Source: an optimization exercise on an open RTL-to-GDS flow (aim: small area, a short achievable clock period and few clock cycles per item). Production flows keep margins and buffers that such runs may drop.
Only simulation tests tie the RTL to the original design; equivalence was not proved.

Setup of before:
==> module vc_ctrl, before the edit <==
module vc_ctrl
(
   input  logic                clk,
   input  logic                rst,
   input  logic                req_valid,
   output logic                req_ready,
   input  logic [TAG_W-1:0]    req_tag,
   input  logic                req_has_vic,
   input  logic [TAG_W-1:0]    vic_tag,
   input  logic [LINE_W-1:0]   vic_data,
   input  logic                vic_dirty,
   output logic                rsp_valid,
   input  logic                rsp_ready,
   output logic                rsp_hit,
   output logic [LINE_W-1:0]   rsp_data,
   output logic                rsp_dirty,
   output logic                wb_valid,
   input  logic                wb_ready,
   output logic [TAG_W-1:0]    wb_tag,
   output logic [LINE_W-1:0]   wb_data,
   output logic                acc_en,
   output logic [VC_IDX_W-1:0] acc_idx,
   input  logic [VC_IDX_W-1:0] lru_idx
);
   logic [ENTRIES-1:0]             valid_q, valid_d;
   logic [ENTRIES-1:0]             dirty_q, dirty_d;
   logic [ENTRIES-1:0][TAG_W-1:0]  tag_q;
   logic [ENTRIES-1:0][LINE_W-1:0] data_q;
   logic                           b_valid_q;     
   logic                           b_hv_q;        
   logic                           b_hit_q;
   logic                           b_use_lru_q;   
   logic [ENTRIES-1:0]             b_idx_oh_q;    
   logic [VC_IDX_W-1:0]            b_acc_idx_q;   
   logic                           b_vdirty_q;
   logic [TAG_W-1:0]               b_vtag_q;
   logic [LINE_W-1:0]              b_vdata_q;
   logic                           rsp_valid_q, rsp_hit_q, rsp_dirty_q;
   logic                           wb_valid_q;
   logic [TAG_W-1:0]               wb_tag_q;
   logic [LINE_W-1:0]              out_q;
   logic                           out_free, go, take;
   logic [ENTRIES-1:0]             lru_oh, sel_oh, we, clr;
   logic [TAG_W-1:0]               rd_tag;
   logic [LINE_W-1:0]              rd_data;
   logic                           rd_dirty, lru_dirty;
   logic [ENTRIES-1:0]             match_d, hit_oh_d, free_oh_d, idx_oh_d;
   logic                           hit_d, full_d, use_lru_d;
   logic [VC_IDX_W-1:0]            idx_d;
   assign out_free  = (~rsp_valid_q | rsp_ready) & (~wb_valid_q | wb_ready);
   assign go        = b_valid_q & out_free;
   assign req_ready = ~b_valid_q | out_free;
   assign take      = req_valid & req_ready;
   always_comb begin
      for (int i = 0; i < ENTRIES; i++) begin
         lru_oh[i] = (lru_idx == VC_IDX_W'(i));
      end
   end
   assign sel_oh  = b_use_lru_q ? lru_oh : b_idx_oh_q;
   assign we      = {ENTRIES{go & b_hv_q}} & sel_oh;
   assign clr     = {ENTRIES{go & b_hit_q & ~b_hv_q}} & b_idx_oh_q;
   assign valid_d = (valid_q & ~clr) | we;
   assign dirty_d = (dirty_q & ~clr & ~we) | (we & {ENTRIES{b_vdirty_q}});
   always_comb begin
      rd_data   = '0;
      rd_tag    = '0;
      rd_dirty  = 1'b0;
      lru_dirty = 1'b0;
      for (int i = 0; i < ENTRIES; i++) begin
         rd_data   = rd_data | ({LINE_W{sel_oh[i]}} & data_q[i]);
         rd_tag    = rd_tag  | ({TAG_W{sel_oh[i]}} & tag_q[i]);
         rd_dirty  = rd_dirty | (sel_oh[i] & dirty_q[i]);
         lru_dirty = lru_dirty | (lru_oh[i] & dirty_q[i]);
      end
   end
   vc_tag_match u_match (
      .valid_nx (valid_d),
      .wr_en    (we),
      .tags     (tag_q),
      .wr_tag   (b_vtag_q),
      .req_tag  (req_tag),
      .match    (match_d)
   );
   always_comb begin
      for (int i = 0; i < ENTRIES; i++) begin
         hit_oh_d[i]  = match_d[i] & ~|(match_d & ((ENTRIES'(1) << i) - ENTRIES'(1)));
         free_oh_d[i] = ~valid_d[i] & &(valid_d | ~((ENTRIES'(1) << i) - ENTRIES'(1)));
      end
   end
   assign hit_d    = |match_d;
   assign full_d   = &valid_d;
   assign idx_oh_d = hit_oh_d | ({ENTRIES{~hit_d}} & free_oh_d);
   assign use_lru_d = req_has_vic & ~hit_d & full_d;
   logic [VC_IDX_W-1:0] free_idx;
   logic [ENTRIES-1:0]  m;
   always_comb begin
      free_idx = '0;
      for (int i = 0; i < ENTRIES; i++) begin
         if (free_oh_d[i]) free_idx = free_idx | VC_IDX_W'(i);
      end
   end
   assign m = match_d;
   assign idx_d[2] = ~(m[0] | m[1] | m[2] | m[3]) & (m[4] | m[5] | m[6] | m[7] | free_idx[2]);
   assign idx_d[1] = ~(m[0] | m[1]) & ((m[2] | m[3]) | (~(m[4] | m[5]) & (m[6] | m[7] | free_idx[1])));
   assign idx_d[0] = (~m[0] & m[1])
                   | (~m[0] & ~m[2] & m[3])
                   | (~m[0] & ~m[2] & ~m[4] & m[5])
                   | (~m[0] & ~m[2] & ~m[4] & ~m[6] & (m[7] | free_idx[0]));
   always_ff @(posedge clk or negedge rst) begin
      if (!rst) begin
         valid_q     <= '0;
         dirty_q     <= '0;
         b_valid_q   <= 1'b0;
         b_hv_q      <= 1'b0;
         rsp_valid_q <= 1'b0;
         wb_valid_q  <= 1'b0;
      end else begin
         valid_q     <= valid_d;
         dirty_q     <= dirty_d;
         if (req_ready) begin
            b_valid_q <= req_valid;
            b_hv_q    <= req_valid & req_has_vic;
         end
         rsp_valid_q <= go | (rsp_valid_q & ~rsp_ready);
         wb_valid_q  <= (go & b_use_lru_q & lru_dirty) | (wb_valid_q & ~wb_ready);
      end
   end
   always_ff @(posedge clk) begin
      for (int i = 0; i < ENTRIES; i++) begin
         if (we[i]) begin
            tag_q[i]  <= b_vtag_q;
            data_q[i] <= b_vdata_q;
         end
      end
      b_use_lru_q <= (take & use_lru_d) | (~take & b_use_lru_q);
      b_acc_idx_q <= ({VC_IDX_W{take}} & idx_d) | ({VC_IDX_W{~take}} & b_acc_idx_q);
      if (take) begin
         b_hit_q     <= hit_d;
         b_idx_oh_q  <= idx_oh_d;
         b_vdirty_q  <= vic_dirty;
         b_vtag_q    <= vic_tag;
         b_vdata_q   <= vic_data;
      end
      if (go) begin
         rsp_hit_q   <= b_hit_q;
         rsp_dirty_q <= rd_dirty;
         wb_tag_q    <= rd_tag;
         out_q       <= rd_data;
      end
   end
   assign rsp_valid = rsp_valid_q;
   assign rsp_hit   = rsp_hit_q;
   assign rsp_dirty = rsp_dirty_q;
   assign rsp_data  = out_q;
   assign wb_valid  = wb_valid_q;
   assign wb_tag    = wb_tag_q;
   assign wb_data   = out_q;
   assign acc_en    = b_hv_q & out_free;
   assign acc_idx   = ({VC_IDX_W{b_use_lru_q}} & lru_idx) | b_acc_idx_q;
endmodule
export LEC_CHECK = 0
export CAP_MARGIN = 20
export CORE_MARGIN = 2
export CORE_UTILIZATION = 40
export SETUP_SLACK_MARGIN = 3.0
export SLEW_MARGIN = 20
create_clock -name core_clock -period 6.0 [get_ports {clk}]
standard.sh (not shown) runs the stock make flow with config.mk's settings and CLKGATE_MAP_FILE= SYNTH_SCRIPT=/design/flow/synth_recipe.tcl, a recipe that flattens the netlist after the stock synthesis.
==> flow/flow/run.sh <==
#!/bin/bash
# The standard layout, except that ports are buffered with a plain buf_1
# (the resizer still upsizes it where timing needs) instead of a delay cell,
# and the control ports are kept together (flow/io.tcl).
set -euo pipefail
here="$(cd "$(dirname "${BASH_SOURCE[0]}")/.." && pwd)"
cd "$here"
export BUFFER_PORTS_ARGS="-buffer_cell sky130_fd_sc_hd__buf_1"
export IO_CONSTRAINTS="$here/flow/io.tcl"
bash standard.sh finish > standard_make.log 2>&1
==> flow/flow/io.tcl <==
# Keep the ports of the short input-to-output and register-to-output control
# paths together, in the middle of the bottom edge.
set_io_pin_constraint -region bottom:230-290 -pin_names {
  lru_idx[0] lru_idx[1] lru_idx[2] acc_idx[0] acc_idx[1] acc_idx[2] acc_en
  req_ready req_valid rsp_ready wb_ready rsp_valid wb_valid
}
Testbench counts of before, summed over its fixed seeds: cycles 3,216, items 3,200.
Inputs modified between before and after:
--- a/flow/design.v
+++ b/flow/design.v
@@ -111,29 +111,20 @@
          hit_oh_d[i]  = match_d[i] & ~|(match_d & ((ENTRIES'(1) << i) - ENTRIES'(1)));
          free_oh_d[i] = ~valid_d[i] & &(valid_d | ~((ENTRIES'(1) << i) - ENTRIES'(1)));
       end
    end
    assign hit_d    = |match_d;
    assign full_d   = &valid_d;
-   assign idx_oh_d = hit_oh_d | ({ENTRIES{~hit_d}} & free_oh_d);
+   assign idx_oh_d = hit_d ? hit_oh_d : free_oh_d;
    assign use_lru_d = req_has_vic & ~hit_d & full_d;
-   logic [VC_IDX_W-1:0] free_idx;
-   logic [ENTRIES-1:0]  m;
    always_comb begin
-      free_idx = '0;
+      idx_d = '0;
       for (int i = 0; i < ENTRIES; i++) begin
-         if (free_oh_d[i]) free_idx = free_idx | VC_IDX_W'(i);
+         if (idx_oh_d[i]) idx_d = idx_d | VC_IDX_W'(i);
       end
    end
-   assign m = match_d;
-   assign idx_d[2] = ~(m[0] | m[1] | m[2] | m[3]) & (m[4] | m[5] | m[6] | m[7] | free_idx[2]);
-   assign idx_d[1] = ~(m[0] | m[1]) & ((m[2] | m[3]) | (~(m[4] | m[5]) & (m[6] | m[7] | free_idx[1])));
-   assign idx_d[0] = (~m[0] & m[1])
-                   | (~m[0] & ~m[2] & m[3])
-                   | (~m[0] & ~m[2] & ~m[4] & m[5])
-                   | (~m[0] & ~m[2] & ~m[4] & ~m[6] & (m[7] | free_idx[0]));
    always_ff @(posedge clk or negedge rst) begin
       if (!rst) begin
          valid_q     <= '0;
          dirty_q     <= '0;
          b_valid_q   <= 1'b0;
          b_hv_q      <= 1'b0;
@@ -155,13 +146,13 @@
          if (we[i]) begin
             tag_q[i]  <= b_vtag_q;
             data_q[i] <= b_vdata_q;
          end
       end
       b_use_lru_q <= (take & use_lru_d) | (~take & b_use_lru_q);
-      b_acc_idx_q <= ({VC_IDX_W{take}} & idx_d) | ({VC_IDX_W{~take}} & b_acc_idx_q);
+      b_acc_idx_q <= ({VC_IDX_W{take & ~use_lru_d}} & idx_d) | ({VC_IDX_W{~take}} & b_acc_idx_q);
       if (take) begin
          b_hit_q     <= hit_d;
          b_idx_oh_q  <= idx_oh_d;
          b_vdirty_q  <= vic_dirty;
          b_vtag_q    <= vic_tag;
          b_vdata_q   <= vic_data;
Findings:
before -> after: global-route wire length before repair flat. Changes observed in after relative to before: count of different cell masters after synthesis increased by about 9% relative to the old numbers, met2 layer usage reported by global route closely matched the old numbers, number of multi-input combinational cells in the layout decreased by 57 relative to the old numbers, post-route fraction of the period consumed by the critical path decreased by 0.40 points relative to the old numbers, maximum cell stage delay along the critical path increased by 0.25 ns relative to the old numbers. Run comparison: after slowest cell on the critical path sky130_fd_sc_hd__nor3_1; before slowest cell on the critical path sky130_fd_sc_hd__nor3_4. Per the comparison of after with before, via count now sits lower, number of fill cells in the layout essentially unchanged.
Testbench counts of after, summed over its fixed seeds: cycles 3,216, items 3,200.

==> separate check: timing with driven ports <==
In the flow no input, the clock included, has a driving cell. The finished layouts below were timed again as built, in two steps. Step 1 sets driving cells, clkbuf_16 on the clock port and buf_2 on the other inputs (assumed; they add their load-dependent delay and slew). Step 2 adds t to the input delays and takes it off the output delays; t is the mean of the earliest and latest rising clock arrival at the registers after step 1. Input paths then give back, and output paths get back, about the clock's delay inside the block. Slacks: no drivers / after step 1 / after step 2; pairs: no drivers / after step 1.
run | t, ns | setup slack, ns | worst hold slack (ns) | latest minus earliest clock arrival (ns)
before | 0.909 | 2.800 / 2.748 / 2.039 | 0.377 / 0.320 / 0.518 | 0.072 / 0.073
after | 0.903 | 2.824 / 2.799 / 1.969 | 0.328 / 0.267 / 0.524 | 0.066 / 0.066
After both steps setup and hold are still met in every run listed. The setup slack of after, which loses most, moves by -0.025 ns with the drivers and by -0.855 ns with both steps.
